From an optimization exercise on the open Yosys and OpenROAD flow, aimed at small area, a short achievable clock period and few clock cycles per item; shortcuts taken in it are not production practice.
At most, simulation tests tie the RTL to the original design; equivalence was not proved.

Design gregorian_day_number_convert_top, start of the top module:
module gregorian_day_number_convert_top (
    input  logic         clk,
    input  logic         rst_n,
    input  logic         req_valid,
    output logic         req_ready,
    input  logic         req_type,
    input  logic [13:0]  year_in,
    input  logic [3:0]   month_in,
    input  logic [4:0]   day_in,
    input  logic [21:0]  number_in,
    output logic         rsp_valid,
    input  logic         rsp_ready,
    output logic [21:0]  number_out,
    output logic [13:0]  year_out,
    output logic [3:0]   month_out,
    output logic [4:0]   day_out,
    output logic         range_error
);
clock: 9.0 ns
lec_check: 0
cap_margin: 20
core_margin: 2
core_utilization: 40
slew_margin: 20
run.sh (not shown) runs the stock make flow with config.mk's settings and CLKGATE_MAP_FILE= SYNTH_SCRIPT=/design/flow/synth_recipe.tcl, a recipe that flattens the netlist after the stock synthesis.
Edit:
--- a/flow/config.mk
+++ b/flow/config.mk
@@ -10,2 +10,3 @@
 export CORE_UTILIZATION = 40
+export SETUP_SLACK_MARGIN = 3.0
 export SLEW_MARGIN = 20
Cell count climbs by 2.2%.
Maximum frequency rises by 18%.
Non-clock buffer count increases by 40.
Wire length increases by 3.6%.
Setup slack is better by 1.1 ns.
Core utilization went up by 2.3 points.
Function was not checked in any run of this note: the RTL went through the layout flow alone.

* * *

fjord:
gregorian_day_number_convert_top, a different RTL version from the one above (not shown whole).
Size in the first run: ~1500 cells after synthesis, ~0.015 mm² of cells after synthesis.
Settings: LEC_CHECK=0, CAP_MARGIN=20, CORE_MARGIN=2, CORE_UTILIZATION=60, PLACE_DENSITY=0.75, SETUP_SLACK_MARGIN=4.2, SLEW_MARGIN=20; clock period 9.0 ns.
Testbench counts of fjord, summed over its fixed seeds: cycles 12,040, items 12,000.
[inputs] onyx vs fjord
- ABC_AREA now 1, previously not set
Findings:
- reg2reg as the type of the setup path with the least slack was reported by fjord, and in2out by onyx.
- sky130_fd_sc_hd__ha_1 as the commonest non-fill, non-tap cell in the layout was reported by fjord, and sky130_fd_sc_hd__nand2_1 by onyx.
- Comparing onyx and fjord, the higher largest stage delay on the critical path was measured on fjord.
- Lower area growth from synthesis to layout goes to onyx over fjord.
- Higher floorplan die height goes to onyx over fjord.
- Against fjord, first-pass GRT wire length in onyx rose by more than 10%.
- onyx vs. fjord: adder and majority gate portion of the synthesized area -1.6 points.

* * *

alpha:
Another version of the RTL of gregorian_day_number_convert_top (not shown whole).
Size: ~1300 cells after synthesis, roughly 120 flip-flops, ~98 I/O pins.
clock: 9.0 ns
lec_check: 0
cap_margin: 20
core_margin: 2
core_utilization: 40
setup_slack_margin: 4.2
slew_margin: 20
alpha ran to completion and came out clean on the timing, design-rule and antenna checks.
Testbench counts of alpha, summed over its fixed seeds: cycles 12,032, items 12,000.
What beta does differently from alpha at the input level:
- SETUP_SLACK_MARGIN: 4.2 -> 3.5
==> comparison <==
In terms of part of the cycle the worst path needs, alpha and beta differ only marginally. Relative to alpha, global-route wire length before repair has gone down in beta. The non-clock buffer count in alpha is 1.4 times that in beta. The fraction of the core area covered by cells at the end of the flow number comes out lower for beta vs alpha. Summary — sum of net half-perimeters after detailed placement, beta relative to alpha: lower, by 0.35%. Number of buffers added for setup after CTS in beta vs alpha: down 67. Taking alpha over beta, the wire length ratio works out to 1.09. Delta (beta minus alpha): vias after detailed routing went down; average detailed-routed wire length per instance went down.
> inputs changed (beta -> gamma)
==> flow/flow/run.sh (new file) <==
#!/bin/bash
# Layout flow: the standard flow, with the half-adder cells added to the don't-use list so that
# synthesis maps only the carry-save trees' full adders to adder cells and abc maps the rest.
set -o pipefail
bash standard.sh "DONT_USE_CELLS=sky130_fd_sc_hd__probe_p_8 sky130_fd_sc_hd__probec_p_8 sky130_fd_sc_hd__lpflow_bleeder_1 sky130_fd_sc_hd__lpflow_clkbufkapwr_1 sky130_fd_sc_hd__lpflow_clkbufkapwr_16 sky130_fd_sc_hd__lpflow_clkbufkapwr_2 sky130_fd_sc_hd__lpflow_clkbufkapwr_4 sky130_fd_sc_hd__lpflow_clkbufkapwr_8 sky130_fd_sc_hd__lpflow_clkinvkapwr_1 sky130_fd_sc_hd__lpflow_clkinvkapwr_16 sky130_fd_sc_hd__lpflow_clkinvkapwr_2 sky130_fd_sc_hd__lpflow_clkinvkapwr_4 sky130_fd_sc_hd__lpflow_clkinvkapwr_8 sky130_fd_sc_hd__lpflow_decapkapwr_12 sky130_fd_sc_hd__lpflow_decapkapwr_3 sky130_fd_sc_hd__lpflow_decapkapwr_4 sky130_fd_sc_hd__lpflow_decapkapwr_6 sky130_fd_sc_hd__lpflow_decapkapwr_8 sky130_fd_sc_hd__lpflow_inputiso0n_1 sky130_fd_sc_hd__lpflow_inputiso0p_1 sky130_fd_sc_hd__lpflow_inputiso1n_1 sky130_fd_sc_hd__lpflow_inputiso1p_1 sky130_fd_sc_hd__lpflow_inputisolatch_1 sky130_fd_sc_hd__lpflow_isobufsrc_1 sky130_fd_sc_hd__lpflow_isobufsrc_16 sky130_fd_sc_hd__lpflow_isobufsrc_2 sky130_fd_sc_hd__lpflow_isobufsrc_4 sky130_fd_sc_hd__lpflow_isobufsrc_8 sky130_fd_sc_hd__lpflow_isobufsrckapwr_16 sky130_fd_sc_hd__lpflow_lsbuf_lh_hl_isowell_tap_1 sky130_fd_sc_hd__lpflow_lsbuf_lh_hl_isowell_tap_2 sky130_fd_sc_hd__lpflow_lsbuf_lh_hl_isowell_tap_4 sky130_fd_sc_hd__lpflow_lsbuf_lh_isowell_4 sky130_fd_sc_hd__lpflow_lsbuf_lh_isowell_tap_1 sky130_fd_sc_hd__lpflow_lsbuf_lh_isowell_tap_2 sky130_fd_sc_hd__lpflow_lsbuf_lh_isowell_tap_4  sky130_fd_sc_hd__ha_1 sky130_fd_sc_hd__ha_2 sky130_fd_sc_hd__ha_4" finish > standard.log 2>&1
==> flow/standard.sh (new file) <==
#!/bin/bash
# synth_recipe.tcl (not shown) runs the flow's synth.tcl, then flattens the netlist and writes it again
# the make line also repeats each setting of config.mk as NAME=value (left out here)
make -C /OpenROAD-flow-scripts/flow DESIGN_CONFIG=/design/flow/config.mk WORK_HOME=/design/flow/orfs CLKGATE_MAP_FILE= SYNTH_SCRIPT=/design/flow/synth_recipe.tcl "${@:-finish}"
removed: flow/run.sh
Notes after the runs:
- Re number of standard cells in the final layout excluding fillers: beta was lower than gamma.
- Number of resized instances in the post-cts repair step, gamma and beta: lower on beta
- In the reports for gamma and beta, the larger post-synthesis share of cell area spent on xor and xnor gates belongs to gamma.
- The run showing the greater fmax is beta.
- gamma gives less final instance area than beta did.
- On floorplan die height, gamma and beta are basically level.
- gamma vs. beta: signed area change from the synthesized netlist to the final layout shrank by 0.43 points, final design utilization flat, placed wire-length estimate now larger.
- ~same worst setup skew after layout in gamma and beta

* * *

gregorian_day_number_convert_top with an RTL version that a note above also has.
Size: ~98 I/O pins, about 15,000 um2 of cells after synthesis.
Settings: LEC_CHECK=0, CAP_MARGIN=20, CORE_MARGIN=2, CORE_UTILIZATION=60, CTS_BUF_LIST=sky130_fd_sc_hd__clkbuf_4 sky130_fd_sc_hd__clkbuf_8, CTS_CLUSTER_SIZE=40, PLACE_DENSITY=0.75, SETUP_SLACK_MARGIN=4.2, SLEW_MARGIN=20; clock period 9.0 ns.
standard.sh (not shown) runs the stock make flow with config.mk's settings and CLKGATE_MAP_FILE= SYNTH_SCRIPT=/design/flow/synth_recipe.tcl, a recipe that flattens the netlist after the stock synthesis.
==> flow/flow/run.sh <==
#!/bin/bash
# Layout flow: the standard flow, with the half-adder cells added to the don't-use list so that
# synthesis maps only the carry-save trees' full adders to adder cells and abc maps the rest.
set -o pipefail
bash standard.sh "DONT_USE_CELLS=sky130_fd_sc_hd__probe_p_8 sky130_fd_sc_hd__probec_p_8 sky130_fd_sc_hd__lpflow_bleeder_1 sky130_fd_sc_hd__lpflow_clkbufkapwr_1 sky130_fd_sc_hd__lpflow_clkbufkapwr_16 sky130_fd_sc_hd__lpflow_clkbufkapwr_2 sky130_fd_sc_hd__lpflow_clkbufkapwr_4 sky130_fd_sc_hd__lpflow_clkbufkapwr_8 sky130_fd_sc_hd__lpflow_clkinvkapwr_1 sky130_fd_sc_hd__lpflow_clkinvkapwr_16 sky130_fd_sc_hd__lpflow_clkinvkapwr_2 sky130_fd_sc_hd__lpflow_clkinvkapwr_4 sky130_fd_sc_hd__lpflow_clkinvkapwr_8 sky130_fd_sc_hd__lpflow_decapkapwr_12 sky130_fd_sc_hd__lpflow_decapkapwr_3 sky130_fd_sc_hd__lpflow_decapkapwr_4 sky130_fd_sc_hd__lpflow_decapkapwr_6 sky130_fd_sc_hd__lpflow_decapkapwr_8 sky130_fd_sc_hd__lpflow_inputiso0n_1 sky130_fd_sc_hd__lpflow_inputiso0p_1 sky130_fd_sc_hd__lpflow_inputiso1n_1 sky130_fd_sc_hd__lpflow_inputiso1p_1 sky130_fd_sc_hd__lpflow_inputisolatch_1 sky130_fd_sc_hd__lpflow_isobufsrc_1 sky130_fd_sc_hd__lpflow_isobufsrc_16 sky130_fd_sc_hd__lpflow_isobufsrc_2 sky130_fd_sc_hd__lpflow_isobufsrc_4 sky130_fd_sc_hd__lpflow_isobufsrc_8 sky130_fd_sc_hd__lpflow_isobufsrckapwr_16 sky130_fd_sc_hd__lpflow_lsbuf_lh_hl_isowell_tap_1 sky130_fd_sc_hd__lpflow_lsbuf_lh_hl_isowell_tap_2 sky130_fd_sc_hd__lpflow_lsbuf_lh_hl_isowell_tap_4 sky130_fd_sc_hd__lpflow_lsbuf_lh_isowell_4 sky130_fd_sc_hd__lpflow_lsbuf_lh_isowell_tap_1 sky130_fd_sc_hd__lpflow_lsbuf_lh_isowell_tap_2 sky130_fd_sc_hd__lpflow_lsbuf_lh_isowell_tap_4  sky130_fd_sc_hd__ha_1 sky130_fd_sc_hd__ha_2 sky130_fd_sc_hd__ha_4" finish > standard.log 2>&1
Testbench counts at the start, summed over its fixed seeds: cycles 12,040, items 12,000.
Then changed:
==> flow/run.sh (new file) <==
#!/bin/bash
# synth_recipe.tcl (not shown) runs the flow's synth.tcl, then flattens the netlist and writes it again
# the make line also repeats each setting of config.mk as NAME=value (left out here)
make -C /OpenROAD-flow-scripts/flow DESIGN_CONFIG=/design/flow/config.mk WORK_HOME=/design/flow/orfs CLKGATE_MAP_FILE= SYNTH_SCRIPT=/design/flow/synth_recipe.tcl finish
SETUP_SLACK_MARGIN = 4.1   (was 4.2)
removed: flow/flow/run.sh
removed: flow/standard.sh
After rerunning: The changed run produced a clean layout; final area rises by 0.84%; maximum frequency rises by 6.2%; sequential cell count is unchanged; die area rises by 3.4%; non-clock buffer count falls by 53; worst hold slack stays flat; global-route usage falls by 0.80 points; worst setup slack gets better by 0.29 ns.
Then changed:
SETUP_SLACK_MARGIN = 4.35   (was 4.1)
Result: The new run went through all stages and came out clean. Worst setup slack is better by 0.19 ns. First-iteration DRC count grows by 27%. Maximum frequency grows by 4.1%. Wire length grows by 8.5%. Clock-buffer cell count stays the same. Cell area grows by 4.0%. Area after synthesis does not change. Utilization grows by 2.8 points.
Then changed:
CTS_BUF_LIST = default   (was sky130_fd_sc_hd__clkbuf_4 sky130_fd_sc_hd__clkbuf_8)
CTS_CLUSTER_SIZE = default   (was 40)
SETUP_SLACK_MARGIN = 4.0   (was 4.35)
Global-route usage decreases by 0.77 points.
Die area is unchanged.
Hold slack is better by 0.0039 ns.
Setup slack got worse by 0.24 ns.
Area after synthesis stays the same.

* * *

gregorian_day_number_convert_top, a different RTL version from the one above (not shown whole).
Size: roughly 1,400 cells after synthesis, about 150 flip-flops, roughly 98 I/O pins.
export LEC_CHECK = 0
export CAP_MARGIN = 20
export CORE_MARGIN = 2
export CORE_UTILIZATION = 60
export CTS_BUF_LIST = sky130_fd_sc_hd__clkbuf_4 sky130_fd_sc_hd__clkbuf_8
export CTS_CLUSTER_SIZE = 40
export PLACE_DENSITY = 0.75
export SETUP_SLACK_MARGIN = 4.6
export SLEW_MARGIN = 20
create_clock -name core_clock -period 9.0 [get_ports {clk}]
run.sh (not shown) runs the stock make flow with config.mk's settings and CLKGATE_MAP_FILE= SYNTH_SCRIPT=/design/flow/synth_recipe.tcl, a recipe that flattens the netlist after the stock synthesis.
Stock flow here: none of the scripts above is used.
The first run completed without violations.
Testbench counts at the start, summed over its fixed seeds: cycles 12,040, items 12,000.
Next try:
CTS_BUF_LIST = sky130_fd_sc_hd__clkbuf_8   (was sky130_fd_sc_hd__clkbuf_4 sky130_fd_sc_hd__clkbuf_8)
CTS_CLUSTER_SIZE = 50   (was 40)
SETUP_SLACK_MARGIN = 4.4   (was 4.6)
What happened: Wire length drops by 3.6%; design area fell by 2.1%; sequential share of layout area rises by 0.55 points; fmax went down by 0.38%; worst setup slack gets worse by 0.017 ns.

[separate check: timing with driven ports]
Ports are ideal in the flow. The routed layouts listed here were re-timed in OpenROAD.
Step 1, drivers: a clkbuf_16 drives clk and a buf_2 each remaining input, both assumed.
Step 2 moves the port delays by t, midway between the first and last clock arrival at a register: inputs arrive t later, outputs are due t later. That takes back most of the time a late clock gives input paths.
a / b / c = ideal / step 1 / step 2; a / b = the first two.
| run | t, ns | setup WS [ns] | worst data-port slew with drivers (ns) |
|---|---|---|---|
| the first run of note 1 | 0.389 | 1.590 / 1.590 / 1.590 | 0.04 |
| the second run of note 1 | 0.395 | 2.731 / 2.731 / 2.731 | 0.05 |
| fjord | 0.482 | 4.327 / 4.327 / 3.944 | 0.05 |
| onyx | 0.475 | 4.296 / 4.269 / 4.107 | 0.04 |
| alpha | 0.471 | 3.448 / 3.448 / 3.077 | 0.06 |
| beta | 0.468 | 3.443 / 3.443 / 3.173 | 0.06 |
| gamma | 0.460 | 3.214 / 3.206 / 2.747 | 0.07 |
| the first run of note 4 | 0.501 | 3.966 / 3.966 / 3.966 | 0.04 |
| the second run of note 4 | 0.500 | 4.258 / 4.232 / 3.829 | 0.04 |
| the third run of note 4 | 0.507 | 4.443 / 4.443 / 4.041 | 0.05 |
| the fourth run of note 4 | 0.471 | 4.202 / 4.202 / 3.812 | 0.04 |
| the first run of note 5 | 0.502 | 4.515 / 4.515 / 4.219 | 0.03 |
| the second run of note 5 | 0.503 | 4.498 / 4.498 / 4.059 | 0.03 |
After both steps every run listed still meets setup and hold. For gamma, which loses most, drivers alone change the setup slack by -0.008 ns; drivers and shift together by -0.467 ns.
